What follows belongs to an exercise in optimizing a design on an open flow for small area, a short achievable clock period and few clock cycles per item; a production flow would make more cautious choices. In this exercise RTL edits were held to simulation tests only and were not proved equivalent to the original. Power and IR drop assume default switching activity.

// shared_exclusive_lock_table
module shared_exclusive_lock_table #(
    parameter int unsigned ENTRIES = selt_pkg::ENTRIES_DEF
) (
    input  wire logic        i_clk,
    input  wire logic        i_rst_n,
    input  wire logic        i_valid,
    output logic             o_stall,
    input  wire logic [42:0] i_data,
    output logic             o_valid,
    input  wire logic        i_stall,
    output logic      [56:0] o_data,
    input  wire logic        i_cfg_valid,
    output logic             o_cfg_ready,
    input  wire logic [1:0]  i_cfg_index,
    input  wire logic [15:0] i_cfg_data
);
    localparam int N  = ENTRIES;
    localparam int AW = $clog2(N);
    localparam logic [2:0] C_NONE  = 3'd0;
    localparam logic [2:0] C_LEASE = 3'd1;
    localparam logic [2:0] C_CONF  = 3'd2;
    localparam logic [2:0] C_LIVE  = 3'd3;
    localparam logic [2:0] C_PURGE = 3'd4;
    logic        r_en;
    logic [15:0] r_maxmin;
    logic [15:0] r_interval;
    logic        r_cfg_rdy;
    logic [N-1:0]       t_v;
    logic [N-1:0][13:0] t_key;    
    logic [N-1:0][7:0]  t_rt;
    logic [N-1:0]       t_sh;     
    logic [N-1:0][31:0] t_exp;
    logic [N-1:0]       t_dead;   
    logic [N-1:0][15:0] t_seq;
    logic [15:0]        r_gcnt;
    logic        r_vld;
    logic [42:0] r_req;
    logic        r_due;     
    logic [31:0] r_now;     
  ...
Size in the first run: ~8,200 cells after synthesis, ~2,800 flip-flops, about 130 I/O pins.
clock: 10.0 ns
lec_check: 0
cap_margin: 20
core_margin: 2
core_utilization: 55
setup_slack_margin: 5
slew_margin: 20
synth_memory_max_bits: 8192
tns_end_percent: 5
standard.sh (not shown) runs the stock make flow with config.mk's settings and CLKGATE_MAP_FILE= SYNTH_SCRIPT=/design/flow/synth_recipe.tcl, a recipe that flattens the netlist after the stock synthesis.
==> flow/flow/run.sh <==
#!/bin/bash
set -euo pipefail
bash standard.sh SETUP_SLACK_MARGIN=6.4 \
  "CTS_ARGS=-sink_clustering_enable -repair_clock_nets -dont_use_dummy_load" \
  finish > standard_flow.log 2>&1
The baseline completed with no timing, DRC or antenna violations.
Testbench counts at the start, summed over its fixed seeds: cycles 3,266, items 3,200.
Rerun with:
==> flow/flow/run.sh (replaced) <==
#!/bin/bash
set -euo pipefail
bash standard.sh SETUP_SLACK_MARGIN=6.4 \
  "CTS_ARGS=-sink_clustering_enable -repair_clock_nets -dont_use_dummy_load -sink_clustering_size 30 -sink_clustering_max_diameter 80" \
  finish > standard_flow.log 2>&1
After rerunning: The changed run finished clean; final cell count goes down by 1.1%; worst setup slack degrades by 0.046 ns; worst hold slack degrades by 0.043 ns; fmax goes down by about 1.2%; non-clock buffer count goes up by 28; critical path depth does not change; global-route usage goes down by 0.62 points; wire length goes down by about 1%; synthesized area stays the same; utilization goes down by 1.7 points; sequential power stays flat.

* * *

== fjord ==
Another version of the RTL of shared_exclusive_lock_table (not shown whole).
Size: ~120000 um2 of cells after synthesis.
Settings: LEC_CHECK=0, CAP_MARGIN=20, CORE_MARGIN=2, CORE_UTILIZATION=60, SETUP_SLACK_MARGIN=5, SLEW_MARGIN=20, SYNTH_MEMORY_MAX_BITS=8192; clock period 10.0 ns.
==> flow/flow/run.sh <==
#!/bin/bash
set -euo pipefail
bash standard.sh SETUP_SLACK_MARGIN=6.3 MATCH_CELL_FOOTPRINT=0 \
  "BUFFER_PORTS_ARGS=-buffer_cell sky130_fd_sc_hd__buf_4" \
  "CTS_ARGS=-sink_clustering_enable -repair_clock_nets -dont_use_dummy_load -sink_clustering_size 24 -sink_clustering_max_diameter 80" \
  finish > standard_flow.log 2>&1
Testbench counts of fjord, summed over its fixed seeds: cycles 3,266, items 3,200.
Modified inputs, raven compared to fjord
# fjord
export LEC_CHECK = 0
export CAP_MARGIN = 20
export CORE_MARGIN = 2
export CORE_UTILIZATION = 60
export SETUP_SLACK_MARGIN = 5
export SLEW_MARGIN = 20
export SYNTH_MEMORY_MAX_BITS = 8192
create_clock -name core_clock -period 10.0 [get_ports {i_clk}]
# raven
export LEC_CHECK = 0
export CAP_MARGIN = 20
export CORE_MARGIN = 2
export CORE_UTILIZATION = 55
export SETUP_SLACK_MARGIN = 5
export SLEW_MARGIN = 20
export SYNTH_MEMORY_MAX_BITS = 8192
create_clock -name core_clock -period 10.0 [get_ports {i_clk}]
==> summary.txt <==
- When the final numbers for raven and fjord were put side by side, the largest net degree at the start of global routing turned out to be smaller in fjord.
- Delta (raven minus fjord): setup slack rose 94 ps, fraction of area in registers fell 0.34 points, time the worst path needs with I/O delays and setup fell 94 ps.
- raven ends up with a number of inserted diodes that is 22 lower than in fjord.
- raven went all the way through synthesis, placement and routing and the layout is clean on timing, DRC and antenna.
- Final-layout fill cell count in raven is 18% higher than in fjord
- Taking fjord as the reference, in raven total stage count of the critical path dropped 3; met3 global-route usage dropped 0.61 points.
- raven vs fjord, total area of multi-input combinational cells went down by 290 um2.
- There was hardly any difference in part of the total power dissipated in the clock network between raven and fjord.
- Looking at maximum frequency, raven sits 0.0065 GHz above fjord.
Here is what was changed in the inputs of amber compared with raven.
-- flow/flow/run.sh --
<<< raven, line 3
bash standard.sh SETUP_SLACK_MARGIN=6.3 MATCH_CELL_FOOTPRINT=0 \
>>> amber, line 3
bash standard.sh SETUP_SLACK_MARGIN=6.5 MATCH_CELL_FOOTPRINT=0 \
--- outcome ---
amber completed end to end with timing, DRC and antenna clean.
In amber, the sequential share of layout area came out 1.2 points below the value in raven.
amber against raven; number of antenna cells inserted is up by more than half.
Leakage power of the design deteriorates in amber relative to raven.
The area fraction of clock buffers and clock inverters was comparable across raven and amber.
[compare] base=raven new=amber: routed length on met1 moved up; total routed wirelength moved up; routed wire length per instance moved up; switching component of the power moved up.
Clock skew of raven is on par with amber.
amber gives more post-route minimum period than raven did.

[afterwards: timing with drivers on the ports]
Ports are ideal in the flow. The routed layouts listed here were re-timed in OpenROAD. Step 1 sets driving cells, clkbuf_16 on the clock port and buf_2 on the other inputs (assumed; they add their load-dependent delay and slew). Step 2 adds t to the input delays and takes it off the output delays; t is the mean of the earliest and latest rising clock arrival at the registers after step 1. Input paths then give back, and output paths get back, about the clock's delay inside the block. Slacks: ideal ports / drivers / drivers and shift; pairs: ideal ports / drivers.
| run | t, ns | slack for setup (ns) | worst setup path at the end |
|---|---|---|---|
| the first run of note 1 | 1.017 | 6.029 / 5.973 / 5.343 | input to register |
| the second run of note 1 | 0.910 | 5.982 / 5.982 / 5.563 | input to register |
| fjord | 0.925 | 6.147 / 6.147 / 5.955 | input to register |
| raven | 0.919 | 6.241 / 6.241 / 5.621 | input to register |
| amber | 0.939 | 6.162 / 6.161 / 5.859 | input to register |
After both steps every run listed still meets setup and hold. The setup slack of the first run of note 1, which loses most, moves by -0.056 ns with the drivers and by -0.686 ns with both steps.
